Source: an optimization exercise on an open RTL-to-GDS flow (aim: small area, a short achievable clock period and few clock cycles per item). Production flows keep margins and buffers that such runs may drop.
In this exercise RTL edits were held to simulation tests only and were not proved equivalent to the original.

==> 06-03 <==
==> flow/design.v <==
package krtt_pkg;
  localparam int unsigned SlotsDefault   = 8;
  localparam int unsigned KeyBitsDefault = 64;
  localparam int unsigned StreamKeyBits = 64;
  localparam int unsigned TimeBits      = 63;
  localparam int unsigned PeriodBits    = 16;
  localparam logic [PeriodBits-1:0] PeriodReset = 16'd15;
  typedef struct packed {
    logic allow;
    logic untracked;
  } verdict_t;
endpackage
module krtt_table #(
  parameter int unsigned SLOTS    = krtt_pkg::SlotsDefault,
  parameter int unsigned KEY_BITS = krtt_pkg::KeyBitsDefault
) (
  input  logic                              clk_i,
  input  logic                              rst_ni,
  input  logic                              req_valid_i,
  input  logic [KEY_BITS-1:0]               req_key_i,
  output logic                              key_zero_o,
  output logic                              hit_o,
  output logic                              full_o,
  output logic [SLOTS-1:0]                  hit_vec_o,
  output logic [SLOTS-1:0]                  slot_o
);
  logic [SLOTS-1:0]    slot_valid_q;
  logic [KEY_BITS-1:0] slot_key_q [SLOTS];
  logic [SLOTS-1:0] hit_vec;
  logic [SLOTS-1:0] empty_first;
  logic             ins;
  always_comb begin
    for (int i = 0; i < SLOTS; i++) begin
      hit_vec[i]     = slot_valid_q[i] && (slot_key_q[i] == req_key_i);
      empty_first[i] = !slot_valid_q[i] && (i == 0 || slot_valid_q[(i == 0) ? 0 : i-1]);
    end
  end
  assign key_zero_o = (req_key_i == '0);
  assign hit_o      = |hit_vec;
  assign hit_vec_o  = hit_vec;
  assign full_o     = slot_valid_q[SLOTS-1];
  assign slot_o     = hit_o ? hit_vec : empty_first;
  assign ins        = req_valid_i && !key_zero_o && !hit_o && !full_o;
  always_ff @(posedge clk_i or negedge rst_ni) begin
    if (!rst_ni) begin
      slot_valid_q <= '0;
    end else if (ins) begin
      slot_valid_q <= slot_valid_q | empty_first;
    end
  end
  always_ff @(posedge clk_i) begin
    for (int i = 0; i < SLOTS; i++) begin
      if (!slot_valid_q[i]) begin
        slot_key_q[i] <= req_key_i;
      end
    end
  end
endmodule
module keyed_rate_throttle_table_top #(
  parameter int unsigned SLOTS    = krtt_pkg::SlotsDefault,
  parameter int unsigned KEY_BITS = krtt_pkg::KeyBitsDefault
) (
  input  logic                                 clk_i,
  input  logic                                 rst_ni,
  input  logic                                 start,
  output logic                                 busy,
  input  logic [krtt_pkg::StreamKeyBits-1:0]   stream_key_i,
  input  logic [krtt_pkg::TimeBits-1:0]        time_ms_i,
  output logic                                 done_o,
  output logic                                 allow_o,
  output logic                                 untracked_o,
  input  logic                                 cfg_valid_i,
  output logic                                 cfg_ready_o,
  input  logic [krtt_pkg::PeriodBits-1:0]      cfg_data_i
);
  localparam int unsigned TB = krtt_pkg::TimeBits;
  localparam int unsigned PB = krtt_pkg::PeriodBits;
  function automatic logic time_ok(input logic [TB-1:0] x, input logic [TB-1:0] y,
                                   input logic [PB-1:0] a);
    logic [TB-1:0] s, k;
    logic [63:0]   g, t;
    for (int i = 0; i < TB; i++) begin
      if (i < PB) begin
        s[i] = a[i] ^ ~y[i];
        k[i] = a[i] ? ~y[i] : x[i];
      end else begin
        s[i] = x[i] ^ y[i];
        k[i] = x[i] | ~y[i];
      end
    end
    g[0] = 1'b1;
    t[0] = 1'b0;
    for (int i = 1; i < 64; i++) begin
      g[i] = (i < TB ? s[i] : 1'b0) & k[i-1];
      t[i] = (i < TB ? s[i] : 1'b0) | k[i-1];
    end
    for (int w = 1; w < 64; w = w * 2) begin
      for (int i = 2 * w - 1; i < 64; i = i + 2 * w) begin
        g[i] = g[i] | (t[i] & g[i-w]);
        t[i] = t[i] & t[i-w];
      end
    end
    time_ok = g[63];
  endfunction
  logic [PB-1:0]       period_q;
  logic                r_valid_q;
  logic [KEY_BITS-1:0] r_key_q;
  logic [TB-1:0]       r_time_q;
  logic                a_kz, a_hit, a_full;
  logic [SLOTS-1:0]    a_hit_vec, a_slot;
  logic [TB-1:0]       a_hit_time;
  logic                b_valid_q, b_hit_q, b_untr_q, b_trk_q, b_same_q, b_prev_ok_q;
  logic [SLOTS-1:0]    b_slot_q;
  logic [TB-1:0]       b_time_q, b_hit_time_q;
  logic [PB-1:0]       b_lo_q;
  logic [TB-1:0]       slot_time_q [SLOTS];
  logic                b_pass, b_allow, b_wr;
  logic                c_valid_q, c_allow_q, c_untr_q, c_wr_q;
  logic [SLOTS-1:0]    c_we_q;
  logic [TB-1:0]       c_time_q;
  assign busy        = 1'b0;
  assign cfg_ready_o = 1'b1;
  always_ff @(posedge clk_i or negedge rst_ni) begin
    if (!rst_ni) begin
      period_q  <= krtt_pkg::PeriodReset;
      r_valid_q <= 1'b0;
      b_valid_q <= 1'b0;
      c_valid_q <= 1'b0;
      c_wr_q    <= 1'b0;
      c_we_q    <= '0;
    end else begin
      if (cfg_valid_i && cfg_ready_o) begin
        period_q <= cfg_data_i;
      end
      r_valid_q <= start && !busy;
      b_valid_q <= r_valid_q;
      c_valid_q <= b_valid_q;
      c_wr_q    <= b_wr;
      c_we_q    <= b_wr ? b_slot_q : '0;
    end
  end
  always_ff @(posedge clk_i) begin
    r_key_q  <= stream_key_i[KEY_BITS-1:0];
    r_time_q <= time_ms_i;
  end
  krtt_table #(
    .SLOTS    (SLOTS),
    .KEY_BITS (KEY_BITS)
  ) u_table (
    .clk_i       (clk_i),
    .rst_ni      (rst_ni),
    .req_valid_i (r_valid_q),
    .req_key_i   (r_key_q),
    .key_zero_o  (a_kz),
    .hit_o       (a_hit),
    .full_o      (a_full),
    .hit_vec_o   (a_hit_vec),
    .slot_o      (a_slot)
  );
  always_comb begin
    a_hit_time = '0;
    for (int i = 0; i < SLOTS; i++) begin
      a_hit_time = a_hit_time | (slot_time_q[i] & {TB{a_hit_vec[i]}});
    end
    if (|(a_hit_vec & c_we_q)) begin
      a_hit_time = c_time_q;
    end
  end
  always_ff @(posedge clk_i) begin
    b_hit_q      <= !a_kz && a_hit;
    b_untr_q     <= a_kz || (!a_hit && a_full);
    b_trk_q      <= !a_kz && (a_hit || !a_full);
    b_same_q     <= b_valid_q && b_trk_q && |(a_hit_vec & b_slot_q);
    b_prev_ok_q  <= time_ok(r_time_q, b_time_q, r_time_q[PB-1:0] ^ ~period_q);
    b_lo_q       <= r_time_q[PB-1:0] ^ ~period_q;
    b_slot_q     <= a_slot;
    b_time_q     <= r_time_q;
    b_hit_time_q <= a_hit_time;
  end
  assign b_pass  = (b_same_q && c_wr_q) ? b_prev_ok_q
                                        : time_ok(b_time_q, b_hit_time_q, b_lo_q);
  assign b_allow = !b_hit_q || b_pass;
  assign b_wr    = b_valid_q && b_trk_q && b_allow;
  always_ff @(posedge clk_i) begin
    c_time_q <= b_time_q;
    for (int i = 0; i < SLOTS; i++) begin
      if (c_we_q[i]) begin
        slot_time_q[i] <= c_time_q;
      end
    end
  end
  always_ff @(posedge clk_i) begin
    c_allow_q <= b_allow;
    c_untr_q  <= b_untr_q;
  end
  assign done_o      = c_valid_q;
  assign allow_o     = c_allow_q;
  assign untracked_o = c_untr_q;
endmodule
==> flow/run.sh <==
#!/bin/bash
# synth_recipe.tcl (not shown) runs the flow's synth.tcl, then flattens the netlist and writes it again
# the make line also repeats each setting of config.mk as NAME=value (left out here)
make -C /OpenROAD-flow-scripts/flow DESIGN_CONFIG=/design/flow/config.mk WORK_HOME=/design/flow/orfs CLKGATE_MAP_FILE= SYNTH_SCRIPT=/design/flow/synth_recipe.tcl finish
==> flow/config.mk <==
export PLATFORM = sky130hd
export DESIGN_NAME = keyed_rate_throttle_table_top
export DESIGN_NICKNAME = keyed_rate_throttle_table_top
export VERILOG_FILES = /design/flow/design.v
export SDC_FILE = /design/flow/constraint.sdc
export NUM_CORES = 4
export LEC_CHECK = 0
export ABC_CLOCK_PERIOD_IN_PS = 3000
export CAP_MARGIN = 20
export CORE_MARGIN = 2
export CORE_UTILIZATION = 40
export SETUP_SLACK_MARGIN = 5
export SLEW_MARGIN = 20
==> flow/constraint.sdc <==
create_clock -name core_clock -period 8.4 [get_ports {clk_i}]
set_input_delay 1.6800 -clock core_clock [delete_from_list [all_inputs] [get_ports {clk_i}]]
set_output_delay 1.6800 -clock core_clock [all_outputs]
set_load 0.01 [all_outputs]
==> 10-21: changes against 06-03 <==
--- a/flow/design.v
+++ b/flow/design.v
@@ -160,8 +160,5 @@
   always_comb begin
-    a_hit_time = '0;
+    a_hit_time = c_time_q & {TB{|(a_hit_vec & c_we_q)}};
     for (int i = 0; i < SLOTS; i++) begin
-      a_hit_time = a_hit_time | (slot_time_q[i] & {TB{a_hit_vec[i]}});
-    end
-    if (|(a_hit_vec & c_we_q)) begin
-      a_hit_time = c_time_q;
+      a_hit_time = a_hit_time | (slot_time_q[i] & {TB{a_hit_vec[i] && !c_we_q[i]}});
     end
==> flow/flow/run.sh (new file) <==
#!/bin/bash
set -uo pipefail
bash standard.sh "BUFFER_PORTS_ARGS=-buffer_cell sky130_fd_sc_hd__buf_1" finish > standard_flow.log 2>&1
status=$?
# keep each ORFS step's own log in this folder too
if [[ -d orfs/logs ]]; then
  cp -r orfs/logs step_logs 2>/dev/null || true
fi
exit $status
==> flow/standard.sh (new file) <==
#!/bin/bash
# synth_recipe.tcl (not shown) runs the flow's synth.tcl, then flattens the netlist and writes it again
# the make line also repeats each setting of config.mk as NAME=value (left out here)
make -C /OpenROAD-flow-scripts/flow DESIGN_CONFIG=/design/flow/config.mk WORK_HOME=/design/flow/orfs CLKGATE_MAP_FILE= SYNTH_SCRIPT=/design/flow/synth_recipe.tcl "${@:-finish}"
--- a/flow/config.mk
+++ b/flow/config.mk
@@ -10,3 +10,5 @@
 export CORE_MARGIN = 2
-export CORE_UTILIZATION = 40
+export CORE_UTILIZATION = 70
+export CTS_CLUSTER_DIAMETER = 75
+export CTS_CLUSTER_SIZE = 25
 export SETUP_SLACK_MARGIN = 5
removed: flow/run.sh
==> 06-25: changes against 06-03 <==
--- a/flow/design.v
+++ b/flow/design.v
@@ -118,3 +118,3 @@
   logic                c_valid_q, c_allow_q, c_untr_q, c_wr_q;
-  logic [SLOTS-1:0]    c_we_q;
+  logic [SLOTS-1:0]    c_slot_q, c_we;
   logic [TB-1:0]       c_time_q;
@@ -129,3 +129,2 @@
       c_wr_q    <= 1'b0;
-      c_we_q    <= '0;
     end else begin
@@ -138,3 +137,2 @@
       c_wr_q    <= b_wr;
-      c_we_q    <= b_wr ? b_slot_q : '0;
     end
@@ -159,9 +157,7 @@
   );
+  assign c_we = c_wr_q ? c_slot_q : '0;
   always_comb begin
-    a_hit_time = '0;
+    a_hit_time = c_time_q & {TB{|(a_hit_vec & c_we)}};
     for (int i = 0; i < SLOTS; i++) begin
-      a_hit_time = a_hit_time | (slot_time_q[i] & {TB{a_hit_vec[i]}});
-    end
-    if (|(a_hit_vec & c_we_q)) begin
-      a_hit_time = c_time_q;
+      a_hit_time = a_hit_time | (slot_time_q[i] & {TB{a_hit_vec[i] && !c_we[i]}});
     end
@@ -185,4 +181,5 @@
     c_time_q <= b_time_q;
+    c_slot_q <= b_slot_q;
     for (int i = 0; i < SLOTS; i++) begin
-      if (c_we_q[i]) begin
+      if (c_we[i]) begin
         slot_time_q[i] <= c_time_q;
==> flow/flow/run.sh (new file) <==
#!/bin/bash
set -uo pipefail
bash standard.sh SETUP_SLACK_MARGIN=5.3 "BUFFER_PORTS_ARGS=-buffer_cell sky130_fd_sc_hd__buf_1" finish > standard_flow.log 2>&1
status=$?
# keep each ORFS step's own log in this folder too
if [[ -d orfs/logs ]]; then
  cp -r orfs/logs step_logs 2>/dev/null || true
fi
exit $status
==> flow/standard.sh (new file) <==
#!/bin/bash
# synth_recipe.tcl (not shown) runs the flow's synth.tcl, then flattens the netlist and writes it again
# the make line also repeats each setting of config.mk as NAME=value (left out here)
make -C /OpenROAD-flow-scripts/flow DESIGN_CONFIG=/design/flow/config.mk WORK_HOME=/design/flow/orfs CLKGATE_MAP_FILE= SYNTH_SCRIPT=/design/flow/synth_recipe.tcl "${@:-finish}"
--- a/flow/config.mk
+++ b/flow/config.mk
@@ -10,3 +10,5 @@
 export CORE_MARGIN = 2
-export CORE_UTILIZATION = 40
+export CORE_UTILIZATION = 60
+export CTS_CLUSTER_DIAMETER = 75
+export CTS_CLUSTER_SIZE = 25
 export SETUP_SLACK_MARGIN = 5
removed: flow/run.sh
==> 07-28: changes against 06-03 <==
--- a/flow/design.v
+++ b/flow/design.v
@@ -160,8 +160,5 @@
   always_comb begin
-    a_hit_time = '0;
+    a_hit_time = c_time_q & {TB{|(a_hit_vec & c_we_q)}};
     for (int i = 0; i < SLOTS; i++) begin
-      a_hit_time = a_hit_time | (slot_time_q[i] & {TB{a_hit_vec[i]}});
-    end
-    if (|(a_hit_vec & c_we_q)) begin
-      a_hit_time = c_time_q;
+      a_hit_time = a_hit_time | (slot_time_q[i] & {TB{a_hit_vec[i] && !c_we_q[i]}});
     end
==> flow/flow/run.sh (new file) <==
#!/bin/bash
set -uo pipefail
bash standard.sh SETUP_SLACK_MARGIN=5.2 "BUFFER_PORTS_ARGS=-buffer_cell sky130_fd_sc_hd__buf_1" finish > standard_flow.log 2>&1
status=$?
# keep each ORFS step's own log in this folder too
if [[ -d orfs/logs ]]; then
  cp -r orfs/logs step_logs 2>/dev/null || true
fi
exit $status
==> flow/standard.sh (new file) <==
#!/bin/bash
# synth_recipe.tcl (not shown) runs the flow's synth.tcl, then flattens the netlist and writes it again
# the make line also repeats each setting of config.mk as NAME=value (left out here)
make -C /OpenROAD-flow-scripts/flow DESIGN_CONFIG=/design/flow/config.mk WORK_HOME=/design/flow/orfs CLKGATE_MAP_FILE= SYNTH_SCRIPT=/design/flow/synth_recipe.tcl "${@:-finish}"
--- a/flow/config.mk
+++ b/flow/config.mk
@@ -10,3 +10,5 @@
 export CORE_MARGIN = 2
-export CORE_UTILIZATION = 40
+export CORE_UTILIZATION = 60
+export CTS_CLUSTER_DIAMETER = 60
+export CTS_CLUSTER_SIZE = 20
 export SETUP_SLACK_MARGIN = 5
removed: flow/run.sh
==> results.cfg <==
[power]
peakVddDrop_v = 0.000197
seqPwrFrac_pct = 63.9

[run_status]
status = timing/DRC/antenna clean

[setup_path]
timing.rr.start = r_key_q[28]
max_stage_delay_ns = 0.51

[clock_network]
clock_latency_ns = 0.65
clk_pin_slew_ns = 0.09
cts_htree_levels = 3

[floorplanning]
core_mm2 = 0.0759

[logic_synthesis]
synthesis.nets = 3691
synthAdderAreaFrac_pct = 2.60
syn_avg_cell_area_um2 = 15.6
synthDominantCellAreaShare_pct = 56.7

[finish]
n_all_buffers = 236
clk_share_pct = 3.40

[route]
drtIter0Drc = 3399
# the run above: 10-21

==> results.cfg <==
[clock_network]
cts_htree_levels = 4
clock_latency_ns = 0.80
clk_pin_slew_ns = 0.06

[power]
seqPwrFrac_pct = 51.1
peakVddDrop_v = 0.000165

[logic_synthesis]
synthAdderAreaFrac_pct = 2.65
synthDominantCellAreaShare_pct = 56.2
syn_avg_cell_area_um2 = 14.8

[run_status]
status = timing/DRC/antenna clean

[route]
drtIter0Drc = 4234

[finish]
n_all_buffers = 382
# the run above: 06-03

==> results.cfg <==
[logic_synthesis]
syn_avg_cell_area_um2 = 15.2
synthesis.nets = 3736
synthDominantCellAreaShare_pct = 57.5

[setup_path]
max_stage_delay_ns = 0.62
timing.rr.start = r_key_q[7]

[power]
peakVddDrop_v = 0.000197

[run_status]
status = timing/DRC/antenna clean

[clock_network]
cts_htree_levels = 3
clock_latency_ns = 0.67
clk_pin_slew_ns = 0.09

[floorplanning]
core_mm2 = 0.0880
# the run above: 06-25

==> results.cfg <==
[setup_path]
max_stage_delay_ns = 0.48
timing.rr.start = b_time_q[58]

[logic_synthesis]
syn_avg_cell_area_um2 = 15.6
synthesis.nets = 3691
synthAdderAreaFrac_pct = 2.60
synthDominantCellAreaShare_pct = 56.7

[finish]
n_all_buffers = 273
clk_share_pct = 5.85

[clock_network]
cts_htree_levels = 3
clk_pin_slew_ns = 0.08
clock_latency_ns = 0.70

[power]
peakVddDrop_v = 0.000181

[floorplanning]
core_mm2 = 0.0886

[run_status]
status = timing/DRC/antenna clean

[route]
drtIter0Drc = 2772
# the run above: 07-28

Testbench counts of 06-03, summed over its fixed seeds: cycles 24,016, items 24,000.
Testbench counts of 10-21, summed over its fixed seeds: cycles 24,016, items 24,000.
Testbench counts of 06-25, summed over its fixed seeds: cycles 24,016, items 24,000.
Testbench counts of 07-28, summed over its fixed seeds: cycles 24,016, items 24,000.

-- what the ideal ports hide --
In the flow no input, the clock included, has a driving cell. The finished layouts below were timed again as built, in two steps.
Step 1, drivers: a clkbuf_16 drives clk_i and a buf_2 each remaining input, both assumed.
Step 2, shift: input delay + t, output delay - t, t = (earliest + latest rising clock arrival at the registers) / 2. This alone moves slack from input paths to output paths.
Slacks: ideal / step 1 / step 2; pairs: ideal / step 1.
run | shift t [ns] | slack for setup (ns) | worst setup path after step 2 | worst register clock-pin slew, ns | cell pins on the clock port's net
06-03 | 0.855 | 4.972 / 4.972 / 4.972 | register to register | 0.07 / 0.07 | 1
10-21 | 0.700 | 5.011 / 5.011 / 5.011 | register to register | 0.11 / 0.11 | 1
06-25 | 0.714 | 5.164 / 5.164 / 5.164 | register to register | 0.11 / 0.11 | 1
07-28 | 0.758 | 5.160 / 5.160 / 5.160 | register to register | 0.09 / 0.09 | 1
After both steps every run listed still meets setup and hold.
